This design comes from an exercise in tuning for small area, a short achievable clock period and few clock cycles on the open sky130 flow, not from production work. Only simulation tests tie the RTL to the original design; equivalence was not proved.

==> inputs of build 49 <==
==> flow/design.v <==
`default_nettype none
package rbte_pkg;
    localparam int DATA_W     = 32;
    localparam int CNT_W      = 5;
    localparam int IDX_W      = 4;
    localparam int OP_W       = 2;
    localparam int CFG_IDX_W  = 2;
    localparam int CFG_DATA_W = 32;
    localparam int CAP_LIMIT = (1 << CNT_W) - 1;
    localparam int DEF_MAX_ENTRIES  = 16;
    localparam int DEF_ELEMENT_BITS = 32;
    localparam logic [CFG_IDX_W-1:0] REG_CAPACITY = CFG_IDX_W'(0);
    localparam logic [CFG_IDX_W-1:0] REG_MASK     = CFG_IDX_W'(1);
    localparam int                    RESET_CAPACITY = 16;
    localparam logic [CFG_DATA_W-1:0] RESET_MASK     = '1;
    typedef enum logic [OP_W-1:0] {
        OP_ADD    = 2'd0,
        OP_FIND   = 2'd1,
        OP_UPDATE = 2'd2,
        OP_REMOVE = 2'd3
    } op_t;
endpackage
`default_nettype wire
`default_nettype none
module rbte_ram #(
    parameter int WIDTH = 32
) (
    input  wire logic             hold,
    input  wire logic             write,
    input  wire logic             shift,
    input  wire logic [WIDTH-1:0] cur,
    input  wire logic [WIDTH-1:0] wdata,
    input  wire logic [WIDTH-1:0] up,
    output logic      [WIDTH-1:0] nxt
);
    assign nxt = ({WIDTH{hold}}  & cur) |
                 ({WIDTH{write}} & wdata) |
                 ({WIDTH{shift}} & up);
endmodule
`default_nettype wire
`default_nettype none
module rbte_slot_unit #(
    parameter int ELEMENT_BITS = 32
) (
    input  wire logic [ELEMENT_BITS-1:0] entry,
    input  wire logic [ELEMENT_BITS-1:0] need1_n,
    input  wire logic [ELEMENT_BITS-1:0] need0,
    output logic                         match
);
    assign match = ((~entry & ~need1_n) == '0) && ((entry & need0) == '0);
endmodule
`default_nettype wire
`default_nettype none
import rbte_pkg::*;
module ring_buffer_table_engine #(
    parameter int MAX_ENTRIES  = rbte_pkg::DEF_MAX_ENTRIES,
    parameter int ELEMENT_BITS = rbte_pkg::DEF_ELEMENT_BITS
) (
    input  wire logic                            clk,
    input  wire logic                            rst_n,
    input  wire logic                            in_valid,
    output logic                                 in_ready,
    input  wire logic [rbte_pkg::OP_W-1:0]       opcode,
    input  wire logic [rbte_pkg::DATA_W-1:0]     item_value,
    input  wire logic [rbte_pkg::IDX_W-1:0]      logical_index,
    output logic                                 out_valid,
    input  wire logic                            out_ready,
    output logic                                 found,
    output logic      [rbte_pkg::IDX_W-1:0]      match_index,
    output logic      [rbte_pkg::DATA_W-1:0]     match_value,
    output logic                                 status,
    output logic      [rbte_pkg::CNT_W-1:0]      fill_count,
    input  wire logic                            cfg_valid,
    output logic                                 cfg_ready,
    input  wire logic [rbte_pkg::CFG_IDX_W-1:0]  cfg_index,
    input  wire logic [rbte_pkg::CFG_DATA_W-1:0] cfg_data
);
    localparam int N  = 16;
    localparam int DW = 32;
    localparam int RW = 1 + IDX_W + DW + 1 + CNT_W;    
    logic              in_ready_reg;
    logic              c_valid;
    logic [DW-1:0]     c_val;       
    logic [N-1:0]      c_wsel;      
    logic [N-1:0]      c_shsel;     
    logic [N-1:0]      c_hit;       
    logic              c_status;
    logic [CNT_W-1:0]  c_fill;      
    logic [CNT_W-1:0]  count_reg;
    logic [CNT_W-1:0]  cap_reg;
    logic [DW-1:0]     mask_reg;
    logic [DW-1:0]     entry [N];
    logic              o_valid;
    logic [RW-1:0]     o_word;
    logic              s_valid;
    logic [RW-1:0]     s_word;
    logic exec;
    logic c_free;      
    assign c_free = !(c_valid && s_valid);
    logic c_valid_next, s_valid_next, o_valid_next;
    logic o_load, o_from_s, s_load;
    assign exec = c_valid && !s_valid;
    assign o_from_s = s_valid && (!o_valid || out_ready);
    assign o_load   = (!o_valid || out_ready) && (s_valid || exec);
    assign s_load   = exec && o_valid && !out_ready;
    assign o_valid_next = o_load || (o_valid && !out_ready);
    assign s_valid_next = s_load || (s_valid && o_valid && !out_ready);
    assign c_valid_next = (in_valid && c_free) || (c_valid && !exec);
    logic [N-1:0] wsel, shsel, hsel;
    assign wsel  = c_wsel & {N{exec}};
    assign shsel = c_shsel & {N{exec}};
    assign hsel  = ~(wsel | shsel);
    logic [CNT_W-1:0] count_next;
    assign count_next = exec ? c_fill : count_reg;
    logic [N-1:0] below;
    logic [N-1:0] first;
    always_comb
    begin
        below[0] = 1'b0;
        for (int j = 1; j < N; j++)
        begin
            below[j] = below[j-1] | c_hit[j-1];
        end
        first = c_hit & ~below;
    end
    logic             r_found;
    logic [IDX_W-1:0] r_index;
    logic [DW-1:0]    r_value;
    always_comb
    begin
        r_found = |c_hit;
        r_index = '0;
        r_value = '0;
        for (int j = 0; j < N; j++)
        begin
            r_index = r_index | (first[j] ? IDX_W'(j) : '0);
            r_value = r_value | (first[j] ? entry[j] : '0);
        end
    end
    logic [RW-1:0] r_word;
    assign r_word = {r_found, r_index, r_value, c_status, c_fill};
    logic is_add, is_find, is_upd, is_rem;
    assign is_add  = (opcode == 2'd0);
    assign is_find = (opcode == 2'd1);
    assign is_upd  = (opcode == 2'd2);
    assign is_rem  = (opcode == 2'd3);
    logic             full;
    logic             idx_ok;
    logic [CNT_W-1:0] add_pos;
    assign full    = (count_next == cap_reg);
    assign idx_ok  = ({1'b0, logical_index} < count_next);
    assign add_pos = full ? (cap_reg - CNT_W'(1)) : count_next;
    logic [N-1:0] wsel_next, shsel_next;
    always_comb
    begin
        for (int j = 0; j < N; j++)
        begin
            wsel_next[j]  = (is_add && (add_pos == CNT_W'(j))) ||
                            (is_upd && idx_ok && (logical_index == IDX_W'(j)));
            shsel_next[j] = !wsel_next[j] &&
                            ((is_add && full) ||
                             (is_rem && idx_ok && (logical_index <= IDX_W'(j))));
        end
    end
    logic             status_next;
    logic [CNT_W-1:0] fill_next;
    assign status_next = is_find ? (count_next == '0) : ((is_upd || is_rem) && !idx_ok);
    always_comb
    begin
        if (is_add && !full)
        begin
            fill_next = count_next + CNT_W'(1);
        end
        else if (is_rem && idx_ok)
        begin
            fill_next = count_next - CNT_W'(1);
        end
        else
        begin
            fill_next = count_next;
        end
    end
    logic [DW-1:0] need1_n;    
    logic [DW-1:0] need0;      
    assign need1_n = ~(item_value & mask_reg);
    assign need0   = ~item_value & mask_reg;
    logic [N-1:0] raw_hit;
    logic         wr_hit;
    for (genvar j = 0; j < N; j++)
    begin : g_cmp
        rbte_slot_unit #(
            .ELEMENT_BITS (DW)
        ) u_cmp (
            .entry   (entry[j]),
            .need1_n (need1_n),
            .need0   (need0),
            .match   (raw_hit[j])
        );
    end
    rbte_slot_unit #(
        .ELEMENT_BITS (DW)
    ) u_cmp_wr (
        .entry   (c_val),
        .need1_n (need1_n),
        .need0   (need0),
        .match   (wr_hit)
    );
    logic [N-1:0] hit_next;
    always_comb
    begin
        for (int j = 0; j < N; j++)
        begin
            hit_next[j] = ((wsel[j]  && wr_hit) ||
                           (shsel[j] && ((j == N-1) ? raw_hit[j] : raw_hit[(j+1) % N])) ||
                           (hsel[j]  && raw_hit[j])) &&
                          is_find && (CNT_W'(j) < count_next);
        end
    end
    logic [CNT_W-1:0] cap_written;
    always_comb
    begin
        if (cfg_data[CNT_W-1:0] == '0)
        begin
            cap_written = CNT_W'(1);
        end
        else if (cfg_data[CNT_W-1:0] > CNT_W'(N))
        begin
            cap_written = CNT_W'(N);
        end
        else
        begin
            cap_written = cfg_data[CNT_W-1:0];
        end
    end
    logic cfg_cap, cfg_mask;
    assign cfg_cap  = cfg_valid && (cfg_index == REG_CAPACITY);
    assign cfg_mask = cfg_valid && (cfg_index == REG_MASK);
    always_ff @(posedge clk or negedge rst_n)
    begin
        if (!rst_n)
        begin
            in_ready_reg <= 1'b1;
            c_valid      <= 1'b0;
            o_valid      <= 1'b0;
            s_valid      <= 1'b0;
            count_reg    <= '0;
            cap_reg      <= CNT_W'(RESET_CAPACITY);
            mask_reg     <= RESET_MASK;
        end
        else
        begin
            in_ready_reg <= !c_valid_next || !s_valid_next;
            c_valid      <= c_valid_next;
            o_valid      <= o_valid_next;
            s_valid      <= s_valid_next;
            if (cfg_cap)
            begin
                cap_reg   <= cap_written;
                count_reg <= '0;
            end
            else
            begin
                count_reg <= count_next;
            end
            if (cfg_mask)
            begin
                mask_reg <= cfg_data;
            end
        end
    end
    always_ff @(posedge clk)
    begin
        if (c_free)
        begin
            c_val    <= item_value;
            c_wsel   <= wsel_next;
            c_shsel  <= shsel_next;
            c_hit    <= hit_next;
            c_status <= status_next;
            c_fill   <= fill_next;
        end
        if (o_load)
        begin
            o_word <= o_from_s ? s_word : r_word;
        end
        if (s_load)
        begin
            s_word <= r_word;
        end
    end
    logic [DW-1:0] entry_next [N];
    for (genvar j = 0; j < N; j++)
    begin : g_ent
        rbte_ram #(
            .WIDTH (DW)
        ) u_next (
            .hold  (hsel[j]),
            .write (wsel[j]),
            .shift (shsel[j]),
            .cur   (entry[j]),
            .wdata (c_val),
            .up    ((j == N-1) ? entry[j] : entry[(j+1) % N]),
            .nxt   (entry_next[j])
        );
    end
    always_ff @(posedge clk)
    begin
        for (int j = 0; j < N; j++)
        begin
            entry[j] <= entry_next[j];
        end
    end
    assign in_ready  = in_ready_reg;
    assign cfg_ready = 1'b1;
    assign out_valid = o_valid;
    assign {found, match_index, match_value, status, fill_count} = o_word;
endmodule
`default_nettype wire
==> flow/flow/run.sh <==
#!/bin/bash
set -euo pipefail
export BUFFER_PORTS_ARGS="-buffer_cell sky130_fd_sc_hd__buf_2"
bash standard.sh > flow_make.log 2>&1
==> flow/standard.sh <==
#!/bin/bash
# synth_recipe.tcl (not shown) runs the flow's synth.tcl, then flattens the netlist and writes it again
# the make line also repeats each setting of config.mk as NAME=value (left out here)
make -C /OpenROAD-flow-scripts/flow DESIGN_CONFIG=/design/flow/config.mk WORK_HOME=/design/flow/orfs CLKGATE_MAP_FILE= SYNTH_SCRIPT=/design/flow/synth_recipe.tcl "${@:-finish}"
==> flow/config.mk <==
export PLATFORM = sky130hd
export DESIGN_NAME = ring_buffer_table_engine
export DESIGN_NICKNAME = ring_buffer_table_engine
export VERILOG_FILES = /design/flow/design.v
export SDC_FILE = /design/flow/constraint.sdc
export NUM_CORES = 4
export LEC_CHECK = 0
export CAP_MARGIN = 20
export CELL_PAD_IN_SITES_DETAIL_PLACEMENT = 1
export CELL_PAD_IN_SITES_GLOBAL_PLACEMENT = 1
export CORE_MARGIN = 2
export CORE_UTILIZATION = 35
export CTS_BUF_LIST = sky130_fd_sc_hd__clkbuf_8
export PLACE_DENSITY = 0.45
export SETUP_SLACK_MARGIN = 4.7
export SLEW_MARGIN = 20
export SYNTH_HIERARCHICAL = 1
export SYNTH_MINIMUM_KEEP_SIZE = 0
==> flow/constraint.sdc <==
create_clock -name core_clock -period 8.0 [get_ports {clk}]
set_input_delay 1.6000 -clock core_clock [delete_from_list [all_inputs] [get_ports {clk}]]
set_output_delay 1.6000 -clock core_clock [all_outputs]
set_load 0.01 [all_outputs]
==> build 78: changes against build 49 <==
--- a/flow/design.v
+++ b/flow/design.v
@@ -97,4 +97,2 @@
     logic exec;
-    logic c_free;      
-    assign c_free = !(c_valid && s_valid);
     logic c_valid_next, s_valid_next, o_valid_next;
@@ -107,3 +105,3 @@
     assign s_valid_next = s_load || (s_valid && o_valid && !out_ready);
-    assign c_valid_next = (in_valid && c_free) || (c_valid && !exec);
+    assign c_valid_next = (in_valid && in_ready_reg) || (c_valid && !exec);
     logic [N-1:0] wsel, shsel, hsel;
@@ -272,3 +270,3 @@
     begin
-        if (c_free)
+        if (in_ready_reg)
         begin
==> flow/flow/run.sh (replaced) <==
#!/bin/bash
set -euo pipefail
export BUFFER_PORTS_ARGS="-buffer_cell sky130_fd_sc_hd__buf_4"
bash standard.sh > flow_make.log 2>&1
--- a/flow/config.mk
+++ b/flow/config.mk
@@ -12,3 +12,2 @@
 export CORE_UTILIZATION = 35
-export CTS_BUF_LIST = sky130_fd_sc_hd__clkbuf_8
 export PLACE_DENSITY = 0.45
==> summary.txt <==
Status
  • Status: timing/DRC/antenna clean

Layout
  • Storage element area: 16610 um^2

Critical path
  • WP depth: 12
  • Crit-path cells: buf_12 > nor2b_4 > buf_6 > buf_12 > buf_12 > and2_1 > a2111oi_4 > nand4_1 > nor4_4 > buf_4 > a22oi_1 > a221oi_2
  • Critical path's slowest cell: nand4_1
The numbers above come from build 78.

==> summary.txt <==
Status
  • Status: timing/DRC/antenna clean

Synthesis
  • XOR/XNOR Fraction of Synth Area: 0.2337%
  • Share of flip-flops with an asynchronous set or reset: 6.301%
  • Yosys cell types: 80

Timing
  • Clock skew: 0.03396 ns

Critical path
  • Crit-path cells: buf_2 > nand2_2 > o22ai_1 > a221oi_1 > nand4_1 > nor4_4 > nand2_1 > a221oi_2
  • Critical path's slowest cell: a221oi_1

Layout
  • Storage element area: 16610 um^2
The numbers above come from build 49.

Testbench counts of build 49, summed over its fixed seeds: cycles 4,032.
Testbench counts of build 78, summed over its fixed seeds: cycles 4,032.

## separate check: timing with driven ports
The results above use ideal ports. As a check the final layouts listed here were re-extracted and re-timed, cells and wires unchanged.
Step 1 (the two cells are an assumption about what drives the block):
set clk [get_ports {clk}]
set_driving_cell -lib_cell sky130_fd_sc_hd__clkbuf_16 $clk
set_driving_cell -lib_cell sky130_fd_sc_hd__buf_2 [delete_from_list [all_inputs] $clk]
Step 2 moves the port delays by t, midway between the first and last clock arrival at a register: inputs arrive t later, outputs are due t later. That takes back most of the time a late clock gives input paths.
a / b / c = no drivers / after step 1 / after step 2; a / b = the first two.
run | shift t [ns] | setup slack, ns | worst data-port slew with drivers (ns)
build 49 | 0.909 | 4.677 / 4.604 / 3.695 | 0.18
build 78 | 0.750 | 4.534 / 4.350 / 3.601 | 0.27
After both steps setup and hold are still met in every run listed. The setup slack of build 49, which loses most, moves by -0.073 ns with the drivers and by -0.982 ns with both steps.
